Source: an optimization exercise on an open RTL-to-GDS flow (aim: small area and a short achievable clock period). Production flows keep margins and buffers that such runs may drop. Only simulation tests tie the RTL to the original design; equivalence was not proved.

==> job 4335 <==
// foosball_top
module foosball_top (
   input  logic                     clk,
   input  logic                     reset,
   input  logic                     stop_ball,
   input  game_types_pkg::rod_btn_t left_btn,
   input  game_types_pkg::rod_btn_t right_btn,
   input  game_types_pkg::pixel_t   pix,
   output game_types_pkg::rgb_t     rgb,
   output logic                     score1,
   output logic                     score2
);
==> module game_ctrl, before the edit <==
module game_ctrl (
   input  logic clk,
   input  logic reset,
   input  logic goal_right_mouth,  
   input  logic goal_left_mouth,   
   output logic frame_tick,        
   output logic serve_left,        
   output logic score1,
   output logic score2
);
   logic [7:0] lfsr;
   logic       low_zero;
   assign low_zero   = (lfsr[6:0] == 7'd0);
   assign frame_tick = low_zero && !lfsr[7];
   always_ff @(posedge clk or posedge reset)
   begin
      if (reset)
         lfsr <= 8'd0;
      else
         lfsr <= {lfsr[6:0], lfsr[7] ^ lfsr[5] ^ lfsr[4] ^ lfsr[3] ^ low_zero};
   end
   always_ff @(posedge clk or posedge reset)
   begin
      if (reset)
      begin
         serve_left <= 1'b0;
         score1     <= 1'b0;
         score2     <= 1'b0;
      end
      else
      begin
         score1 <= goal_right_mouth;
         score2 <= goal_left_mouth;
         if (goal_right_mouth)
            serve_left <= 1'b0;
         else if (goal_left_mouth)
            serve_left <= 1'b1;
      end
   end
endmodule
==> module rod_mover, before the edit <==
module rod_mover (
   input  logic       clk,
   input  logic       reset,
   input  logic       frame_tick,
   input  logic [1:0] btn,           
   output logic [7:0] rod_half       
);
   always_ff @(posedge clk or posedge reset)
   begin
      if (reset)
         rod_half <= 8'd130;
      else if (frame_tick)
      begin
         if (btn[1] && (rod_half > 8'd5))
            rod_half <= rod_half - 8'd5;
         else if (btn[0] && (rod_half < 8'd185))
            rod_half <= rod_half + 8'd5;
      end
   end
endmodule
==> module pixel_renderer, before the edit <==
module pixel_renderer (
   input  logic               clk,
   input  logic               reset,
   input  logic [19:0]        pix,
   input  logic [10:0]        xl,            
   input  logic [10:0]        yl,
   input  logic [7:0]         left_half,
   input  logic [7:0]         right_half,
   output logic [2:0]         rgb
);
   function automatic logic ge8c(input logic [7:0] a, input logic [7:0] b, input logic cin);
      logic c;
      c = cin;
      for (int i = 0; i < 8; i++)
         c = (a[i] & ~b[i]) | ((a[i] | ~b[i]) & c);
      ge8c = c;
   endfunction
   function automatic logic sum_zero6(input logic [5:0] p, input logic [5:0] q, input logic cin);
      logic ok;
      ok = !(p[0] ^ q[0] ^ cin);
      for (int i = 1; i < 6; i++)
         ok = ok & ((p[i] ^ q[i]) == (p[i-1] | q[i-1]));
      sum_zero6 = ok;
   endfunction
   logic [9:0] px;
   logic [8:0] py;
   logic       vo;
   assign px = pix[19:10];
   assign py = pix[9:1];
   assign vo = pix[0];
   logic on_frame, on_left, on_right, on_ball;
   assign on_frame = (py < 9'd5) || (py > 9'd474)
                     || (((py < 9'd140) || (py > 9'd340)) && ((px < 10'd5) || (px > 10'd634)));
   logic [7:0] q, qm;
   logic       q_low;
   assign q     = py[8:1];
   assign qm    = q - 8'd50;
   assign q_low = (q < 8'd50);
   assign on_left  = ge8c(q, left_half, py[0]) && (q_low || !ge8c(qm, left_half, 1'b1))
                     && (px > 10'd5) && (px < 10'd15);
   assign on_right = ge8c(q, right_half, py[0]) && (q_low || !ge8c(qm, right_half, 1'b1))
                     && (px > 10'd625) && (px < 10'd635);
   logic [5:0] ax, ay;             
   logic       hx, hy;
   assign ax = {1'b0, px[4:0]} - {1'b0, xl[4:0]};
   assign ay = {1'b0, py[4:0]} - {1'b0, yl[4:0]};
   assign hx = sum_zero6({1'b0, px[9:5]}, ~xl[10:5], !ax[5]);
   assign hy = sum_zero6({2'b00, py[8:5]}, ~yl[10:5], !ay[5]);
   logic [3:0] adx, ady;
   assign adx = (ax[4] || ax[3]) ? 4'(ax[3:0] - 4'd8) : 4'(4'd8 - ax[3:0]);
   assign ady = (ay[4] || ay[3]) ? 4'(ay[3:0] - 4'd8) : 4'(4'd8 - ay[3:0]);
   logic inx, iny;
   assign inx = hx && (!ax[4] || ax[3:0] == 4'd0);
   assign iny = hy && (!ay[4] || ay[3:0] == 4'd0);
   logic [3:0] wmax;
   always_comb
   begin
      case (ady)
         4'd0:                wmax = 4'd8;
         4'd1, 4'd2, 4'd3:    wmax = 4'd7;
         4'd4, 4'd5:          wmax = 4'd6;
         4'd6:                wmax = 4'd5;
         4'd7:                wmax = 4'd3;
         default:             wmax = 4'd0;
      endcase
   end
   assign on_ball = inx && iny && (adx <= wmax);
   logic       g_next;
   logic [2:0] col_nb_next;
   assign g_next         = vo && !on_frame && !on_left && !on_right;    
   assign col_nb_next[0] = vo && (on_frame || on_left);                 
   assign col_nb_next[1] = vo && !on_left && !on_right;                 
   assign col_nb_next[2] = vo && (on_frame || on_right);                
   logic       ball_q, g_q;
   logic [2:0] col_nb_q;
   always_ff @(posedge clk or posedge reset)
   begin
      if (reset)
      begin
         ball_q   <= 1'b0;
         g_q      <= 1'b0;
         col_nb_q <= 3'b000;
      end
      else
      begin
         ball_q   <= on_ball;
         g_q      <= g_next;
         col_nb_q <= col_nb_next;
      end
   end
   assign rgb = ball_q ? {3{g_q}} : col_nb_q;
endmodule
export LEC_CHECK = 0
export CAP_MARGIN = 20
export CORE_MARGIN = 2
export CORE_UTILIZATION = 40
export SLEW_MARGIN = 20
create_clock -name core_clock -period 13.0 [get_ports {clk}]
standard.sh (not shown) runs the stock make flow with config.mk's settings and CLKGATE_MAP_FILE= SYNTH_SCRIPT=/design/flow/synth_recipe.tcl, a recipe that flattens the netlist after the stock synthesis.
==> flow/flow/run.sh <==
#!/bin/bash
# Own layout flow: the standard synthesis, then the combinational logic between the
# registers is mapped again by ABC (registers, their names and cell types are kept as
# the standard synthesis made them): the logic in front of the rgb registers for delay,
# the rest for area. Then the standard layout steps from floorplan to finish.
set -euo pipefail
WORK=$(pwd)
HERE=$(cd "$(dirname "$0")" && pwd)
R=$WORK/orfs/results/$FLOW_PLATFORM/foosball_top/base
LIB=$FLOW_HOME/platforms/$FLOW_PLATFORM/lib/sky130_fd_sc_hd__tt_025C_1v80.lib
YOSYS=$FLOW_HOME/../tools/install/yosys/bin/yosys
[ -x "$YOSYS" ] || YOSYS=$(command -v yosys)

CRIT_SCRIPT=${CRIT_SCRIPT:-abc_speed.script}
REST_SCRIPT=${REST_SCRIPT:-abc_area.script}
LAYOUT_ARGS=()
[ -f "$HERE/flow.env" ] && source "$HERE/flow.env"

# 1. standard synthesis
bash standard.sh synth > "$WORK/log_1_synth.log" 2>&1
cp "$R/1_2_yosys.v" "$WORK/std_1_2_yosys.v"

# 2. remap the combinational logic
python3 "$HERE/genmodels.py" "$LIB" > "$WORK/comb_models.v"
DU=""
for c in $(sed -n '/DONT_USE_CELLS += /,/^$/p' "$FLOW_HOME/platforms/$FLOW_PLATFORM/config.mk" | grep -o 'sky130_fd_sc_hd__[a-z0-9_]*'); do
   DU="$DU -dont_use $c"
done
printf 'set_driving_cell sky130_fd_sc_hd__buf_1\nset_load 5\n' > "$WORK/abc.constr"
cat > "$WORK/remap.ys" <<EOY
read_liberty -lib $LIB
read_verilog $WORK/std_1_2_yosys.v
hierarchy -top $FLOW_TOP
techmap -map $WORK/comb_models.v
techmap
opt -purge
select -set dw c:u_render.* %ci1:+sky130_fd_sc_hd__dfrtp_1[D] w:* %i
select -set crit @dw %ci*:-sky130_fd_sc_hd__dfrtp_1,sky130_fd_sc_hd__dfstp_2
select -set critg @crit t:\$_* %i
abc -liberty $LIB $DU -constr $WORK/abc.constr -script $HERE/$CRIT_SCRIPT @critg
abc -liberty $LIB $DU -constr $WORK/abc.constr -script $HERE/$REST_SCRIPT t:\$_*
opt_clean -purge
chtype -map sky130_fd_sc_hd__clkinv_1 sky130_fd_sc_hd__inv_1
opt_merge -share_all t:sky130_fd_sc_hd__df* %n
opt_clean -purge
hilomap -singleton -hicell sky130_fd_sc_hd__conb_1 HI -locell sky130_fd_sc_hd__conb_1 LO
insbuf -buf sky130_fd_sc_hd__buf_4 A X
splitnets
opt_clean -purge
tee -o $WORK/remap_stat.txt stat -liberty $LIB
check -assert -mapped
write_verilog -noattr -noexpr -nohex -nodec $WORK/remap_1_2_yosys.v
EOY
"$YOSYS" -s "$WORK/remap.ys" > "$WORK/log_2_remap.log" 2>&1
python3 "$HERE/netfix.py" "$WORK/remap_1_2_yosys.v" "$WORK/netfix_1_2_yosys.v" > "$WORK/log_2_netfix.log" 2>&1
cp "$WORK/netfix_1_2_yosys.v" "$R/1_2_yosys.v"
rm -f "$R/1_synth.odb" "$R/1_synth.sdc"

# 3. the standard layout from the remapped netlist
bash standard.sh "${LAYOUT_ARGS[@]}" finish > "$WORK/log_3_layout.log" 2>&1
==> flow/flow/flow.env <==
LAYOUT_ARGS=("BUFFER_PORTS_ARGS=-buffer_cell sky130_fd_sc_hd__buf_2")
Other scripts of this flow, unchanged in this note and not shown: flow/flow/abc_area.script, flow/flow/abc_speed.script, flow/flow/genmodels.py, flow/flow/netfix.py
==> job 8683 (differences from job 4335) <==
--- a/flow/design.v
+++ b/flow/design.v
@@ -58,4 +58,3 @@
    logic       low_zero;
-   assign low_zero   = (lfsr[6:0] == 7'd0);
-   assign frame_tick = low_zero && !lfsr[7];
+   assign low_zero = (lfsr[6:0] == 7'd0);
    always_ff @(posedge clk or posedge reset)
@@ -63,6 +62,13 @@
       if (reset)
-         lfsr <= 8'd0;
+      begin
+         lfsr       <= 8'd0;
+         frame_tick <= 1'b1;
+      end
       else
-         lfsr <= {lfsr[6:0], lfsr[7] ^ lfsr[5] ^ lfsr[4] ^ lfsr[3] ^ low_zero};
+      begin
+         lfsr       <= {lfsr[6:0], lfsr[7] ^ lfsr[5] ^ lfsr[4] ^ lfsr[3] ^ low_zero};
+         frame_tick <= low_zero && lfsr[7];
+      end
    end
+   logic goal_q;
    always_ff @(posedge clk or posedge reset)
@@ -72,4 +78,3 @@
          serve_left <= 1'b0;
-         score1     <= 1'b0;
-         score2     <= 1'b0;
+         goal_q     <= 1'b0;
       end
@@ -77,4 +82,3 @@
       begin
-         score1 <= goal_right_mouth;
-         score2 <= goal_left_mouth;
+         goal_q <= goal_right_mouth || goal_left_mouth;
          if (goal_right_mouth)
@@ -85,2 +89,4 @@
    end
+   assign score1 = goal_q && !serve_left;
+   assign score2 = goal_q && serve_left;
 endmodule
@@ -100,5 +106,5 @@
       begin
-         if (btn[1] && (rod_half > 8'd5))
+         if (btn[1] && (rod_half != 8'd5))         
             rod_half <= rod_half - 8'd5;
-         else if (btn[0] && (rod_half < 8'd185))
+         else if (btn[0] && (rod_half != 8'd185))
             rod_half <= rod_half + 8'd5;
@@ -265,4 +271,10 @@
    logic on_frame, on_left, on_right, on_ball;
-   assign on_frame = (py < 9'd5) || (py > 9'd474)
-                     || (((py < 9'd140) || (py > 9'd340)) && ((px < 10'd5) || (px > 10'd634)));
+   logic f_top, f_bot, f_lft, f_rgt, f_rows;
+   assign f_top  = (py[8:3] == 6'd0) && (!py[2] || (!py[1] && !py[0]));           
+   assign f_bot  = py[8] && py[7] && py[6]
+                   && (py[5] || (py[4] && py[3] && (py[2] || (py[1] && py[0]))));   
+   assign f_lft  = (px[9:3] == 7'd0) && (!px[2] || (!px[1] && !px[0]));           
+   assign f_rgt  = px[9] && (px[6:3] == 4'hf) && (px[2] || (px[1] && px[0]));     
+   assign f_rows = (py < 9'd140) || (py > 9'd340);
+   assign on_frame = f_top || f_bot || (f_rows && (f_lft || f_rgt));
    logic [7:0] q, qm;
@@ -272,6 +284,9 @@
    assign q_low = (q < 8'd50);
-   assign on_left  = ge8c(q, left_half, py[0]) && (q_low || !ge8c(qm, left_half, 1'b1))
-                     && (px > 10'd5) && (px < 10'd15);
-   assign on_right = ge8c(q, right_half, py[0]) && (q_low || !ge8c(qm, right_half, 1'b1))
-                     && (px > 10'd625) && (px < 10'd635);
+   logic [7:0] t_side;
+   logic       on_rows;
+   assign t_side  = px[9] ? right_half : left_half;
+   assign on_rows = ge8c(q, t_side, py[0]) && (q_low || !ge8c(qm, t_side, 1'b1));
+   assign on_left  = on_rows && (px[9:4] == 6'd0) && (px[3:0] > 4'd5) && (px[3:0] < 4'd15);    
+   assign on_right = on_rows && px[9] && (px[6:4] == 3'd7)
+                     && (px[3:0] > 4'd1) && (px[3:0] < 4'd11);                             
    logic [5:0] ax, ay;             
@@ -301,5 +316,3 @@
    assign on_ball = inx && iny && (adx <= wmax);
-   logic       g_next;
    logic [2:0] col_nb_next;
-   assign g_next         = vo && !on_frame && !on_left && !on_right;    
    assign col_nb_next[0] = vo && (on_frame || on_left);                 
@@ -307,3 +320,3 @@
    assign col_nb_next[2] = vo && (on_frame || on_right);                
-   logic       ball_q, g_q;
+   logic       ball_q;
    logic [2:0] col_nb_q;
@@ -314,3 +327,2 @@
          ball_q   <= 1'b0;
-         g_q      <= 1'b0;
          col_nb_q <= 3'b000;
@@ -320,3 +332,2 @@
          ball_q   <= on_ball;
-         g_q      <= g_next;
          col_nb_q <= col_nb_next;
@@ -324,3 +335,5 @@
    end
-   assign rgb = ball_q ? {3{g_q}} : col_nb_q;
+   logic field_q;                          
+   assign field_q = col_nb_q[1] && !col_nb_q[0];
+   assign rgb = ball_q ? {3{field_q}} : col_nb_q;
 endmodule
==> flow/flow/abc_rest.script (new file) <==
strash
dc2
balance; rewrite; refactor; balance; rewrite; rewrite -z; balance; refactor -z; rewrite -z; balance
balance; resub -K 6; rewrite; resub -K 6 -N 2; refactor; resub -K 8; balance; resub -K 8 -N 2; rewrite; resub -K 10; rewrite -z; resub -K 10 -N 2; balance; resub -K 12; refactor -z; resub -K 12 -N 2; rewrite -z; balance
dch -f
map -D 2500
topo
==> flow/flow/flow.env (replaced) <==
LAYOUT_ARGS=("BUFFER_PORTS_ARGS=-buffer_cell sky130_fd_sc_hd__buf_2" "SETUP_SLACK_MARGIN=8.9" "CTS_ARGS=-sink_clustering_enable -repair_clock_nets -dont_use_dummy_load -sink_clustering_size 30 -sink_clustering_max_diameter 150")
==> out/results.ini <==
[run_status]
status = finished clean

[setup_path]
r2r_slack_ns = 8.78
worst-endpoint-arrival_ns = 4.46
cp_slowest_stage_delay_ns = 0.52
cp.buffers_inverters = 2

[detailed_routing]
post_drt_wl_per_cell_um = 16.5

[grt]
use_met1_pct = 34.4

[finish]
final_util_pct = 45.7
multi_input_area_share_pct = 56.9
stdcell_count = 984

[floorplanning]
dieArea_um2 = 13700

[power]
combinationalPower_mw = 0.0975

Source of the figures above: job 4335

==> out/results.ini <==
[setup_path]
cp_slowest_stage_delay_ns = 0.34
worst-endpoint-arrival_ns = 4.23
cp.buffers_inverters = 1
r2r_slack_ns = 9.23

[grt]
use_met1_pct = 31.0

[finish]
final_util_pct = 45.8
stdcell_count = 910
multi_input_area_share_pct = 55.6

[run_status]
status = finished clean

[power]
combinationalPower_mw = 0.0489

[floorplanning]
dieArea_um2 = 13100

[detailed_routing]
post_drt_wl_per_cell_um = 16.0

Source of the figures above: job 8683

-- separate check: timing with driven ports --
The flow's constraints put no driver on any port. The routed layouts listed below were extracted and timed again, unchanged, in two steps.
Step 1 assumes that a clkbuf_16 drives the clock port and a buf_2 every other input.
Step 2 moves the port delays by t, midway between the first and last clock arrival at a register: inputs arrive t later, outputs are due t later. That takes back most of the time a late clock gives input paths.
a / b / c = no drivers / after step 1 / after step 2; a / b = the first two.
run | shift t [ns] | slack for setup (ns) | clock arrival spread, ns | worst data-port slew with drivers (ns) | cell pins on the clock port's net
job 4335 | 0.382 | 8.783 / 8.783 / 8.589 | 0.009 / 0.009 | 0.04 | 1
job 8683 | 0.363 | 9.031 / 9.035 / 8.672 | 0.012 / 0.011 | 0.04 | 1
After both steps every run listed still meets setup and hold. For job 8683, which loses most, drivers alone change the setup slack by +0.004 ns; drivers and shift together by -0.359 ns.
